What follows belongs to an exercise in optimizing a design on an open flow for small area, a short achievable clock period and few clock cycles per item; a production flow would make more cautious choices.
The RTL was checked by simulation tests, not by an equivalence proof against the original design.
Power and IR drop assume default switching activity.

== JK ==
// servo_ramp_trigger_controller_unit
module servo_ramp_trigger_controller_unit (
   input  wire         clock,
   input  wire         reset,
   input  wire         req_tvalid,
   output logic        req_tready,
   input  wire  [55:0] req_tdata,
   output logic        rsp_tvalid,
   input  wire         rsp_tready,
   output logic [31:0] rsp_tdata,
   input  wire         csr_valid,
   output logic        csr_ready,
   input  wire  [7:0]  csr_index,
   input  wire  [10:0] csr_data
);
Size: about 4000 cells after synthesis, roughly 120 I/O pins, ~34000 um2 of cells after synthesis.
clock: 9.5 ns
lec_check: 0
abc_area: 1
cap_margin: 20
core_margin: 2
core_utilization: 40
cts_buf_list: sky130_fd_sc_hd__clkbuf_4 sky130_fd_sc_hd__clkbuf_8
cts_cluster_diameter: 50
cts_cluster_size: 22
setup_slack_margin: 5
slew_margin: 20
synth_hierarchical: 1
standard.sh (not shown) runs the stock make flow with config.mk's settings and CLKGATE_MAP_FILE= SYNTH_SCRIPT=/design/flow/synth_recipe.tcl, a recipe that flattens the netlist after the stock synthesis.
==> flow/flow/run.sh <==
#!/bin/bash
# The standard layout with two changes: the port buffers are plain
# sky130_fd_sc_hd__buf_1 cells (every port still gets one), and one netlist
# clean-up runs between synthesis and floorplan: flow/polarity.py removes
# inverters between full adders by choosing each full adder's polarity
# (registers and all other cells stay as the standard synthesis made them).
# Each tool's output goes to its own log.
set -u
cp standard.sh standard_sh_copy.txt
bash standard.sh synth > std_synth.log 2>&1 || exit 1
R=orfs/results/${FLOW_PLATFORM}/servo_ramp_trigger_controller_unit/base
cp $R/1_2_yosys.v yosys_netlist_before_polarity.v
if python3 flow/polarity.py $R/1_2_yosys.v polarity_out.v > polarity.log 2>&1; then
   cp polarity_out.v $R/1_2_yosys.v
   touch $R/1_2_yosys.v
fi
export BUFFER_PORTS_ARGS="-buffer_cell sky130_fd_sc_hd__buf_1"
bash standard.sh "BUFFER_PORTS_ARGS=-buffer_cell sky130_fd_sc_hd__buf_1" finish > std_finish.log 2>&1 || exit 1
Other scripts of this flow, unchanged in this note and not shown: flow/flow/polarity.py
Testbench counts of JK, summed over its fixed seeds: cycles 8,160, items 8,000.
Input changes introduced in MS (baseline for comparison: JK):
Settings: CTS_CLUSTER_DIAMETER: 50 -> 80; CTS_BUF_LIST: sky130_fd_sc_hd__clkbuf_4 sky130_fd_sc_hd__clkbuf_8 -> sky130_fd_sc_hd__clkbuf_8 sky130_fd_sc_hd__clkbuf_16; CTS_CLUSTER_SIZE: 22 -> 36.
Findings:
When MS is measured against JK, its post-CTS clock slew at the launch and capture registers of the worst setup and hold paths turns out 0.02 ns higher. JK → MS: upper clock frequency limit was more or less identical, met1 global-route usage comparable, final period demand of the worst path went up, share of final layout cell area taken by non-clock buffers held, post-synthesis cell area comparable. Diff JK..MS | endpoint required time on the critical path | negligible. Compared to JK, the routing of MS uses less wire. Total clock network power, MS vs JK: down by more than 10%. Compared to JK, MS shows a narrower setup margin.

Starting RTL as in the previous note.
==> flow/config.mk <==
export PLATFORM = sky130hd
export DESIGN_NAME = servo_ramp_trigger_controller_unit
export DESIGN_NICKNAME = servo_ramp_trigger_controller_unit
export VERILOG_FILES = /design/flow/design.v
export SDC_FILE = /design/flow/constraint.sdc
export NUM_CORES = 4
export LEC_CHECK = 0
export ABC_AREA = 1
export CAP_MARGIN = 20
export CORE_MARGIN = 2
export CORE_UTILIZATION = 40
export CTS_BUF_LIST = sky130_fd_sc_hd__clkbuf_4 sky130_fd_sc_hd__clkbuf_8
export SETUP_SLACK_MARGIN = 5
export SLEW_MARGIN = 20
export SYNTH_HIERARCHICAL = 1
==> flow/constraint.sdc <==
create_clock -name core_clock -period 9.5 [get_ports {clock}]
set_input_delay 1.9000 -clock core_clock [delete_from_list [all_inputs] [get_ports {clock}]]
set_output_delay 1.9000 -clock core_clock [all_outputs]
set_load 0.01 [all_outputs]
Scripts as last shown in full above: flow/flow/run.sh
Other scripts of this flow, unchanged in this note and not shown: flow/flow/polarity.py
The first run finished clean.
Testbench counts at the start, summed over its fixed seeds: cycles 8,160, items 8,000.
Next try:
==> flow/flow/run.sh (replaced) <==
#!/bin/bash
# The standard layout with one netlist clean-up between synthesis and
# floorplan: flow/polarity.py removes inverters between full adders by
# choosing each full adder's polarity (registers and all other cells stay as
# the standard synthesis made them). Each tool's output goes to its own log.
set -u
cp standard.sh standard_sh_copy.txt
bash standard.sh synth > std_synth.log 2>&1 || exit 1
R=orfs/results/${FLOW_PLATFORM}/servo_ramp_trigger_controller_unit/base
cp $R/1_2_yosys.v yosys_netlist_before_polarity.v
if python3 flow/polarity.py $R/1_2_yosys.v polarity_out.v > polarity.log 2>&1; then
   cp polarity_out.v $R/1_2_yosys.v
   touch $R/1_2_yosys.v
fi
bash standard.sh finish > std_finish.log 2>&1 || exit 1
--- a/flow/config.mk
+++ b/flow/config.mk
@@ -10,5 +10,4 @@
 export CORE_MARGIN = 2
 export CORE_UTILIZATION = 40
-export CTS_BUF_LIST = sky130_fd_sc_hd__clkbuf_4 sky130_fd_sc_hd__clkbuf_8
 export SETUP_SLACK_MARGIN = 5
 export SLEW_MARGIN = 20
Result: Die area stays the same; worst setup slack improved by 0.046 ns; area after synthesis does not change; wire length shrinks by about 0.6%; total power grows by about 1%; via count grows by 0.36%; critical path depth grows by 2.

==> what the ideal ports hide <==
In the flow no input, the clock included, has a driving cell. The finished layouts below were timed again as built, in two steps.
Step 1 assumes that a clkbuf_16 drives the clock port and a buf_2 every other input.
Step 2, shift: input delay + t, output delay - t, t = (earliest + latest rising clock arrival at the registers) / 2. This alone moves slack from input paths to output paths.
a / b / c = ideal ports / drivers / drivers and shift; a / b = the first two.
run | t (ns) | setup slack, ns | hold slack, ns | clock arrival spread, ns | cell pins on the clock port's net
JK | 0.753 | 5.044 / 5.021 / 5.021 | 0.425 / 0.425 / 0.425 | 0.080 / 0.080 | 1
MS | 0.659 | 5.039 / 5.016 / 5.016 | 0.427 / 0.427 / 0.427 | 0.051 / 0.050 | 1
the first run of note 2 | 0.719 | 4.984 / 4.959 / 4.959 | 0.412 / 0.412 / 0.412 | 0.044 / 0.044 | 1
the second run of note 2 | 0.645 | 5.030 / 5.008 / 4.699 | 0.418 / 0.418 / 0.418 | 0.030 / 0.030 | 1
After both steps setup and hold are still met in every run listed. For the second run of note 2, which loses most, drivers alone change the setup slack by -0.022 ns; drivers and shift together by -0.331 ns.
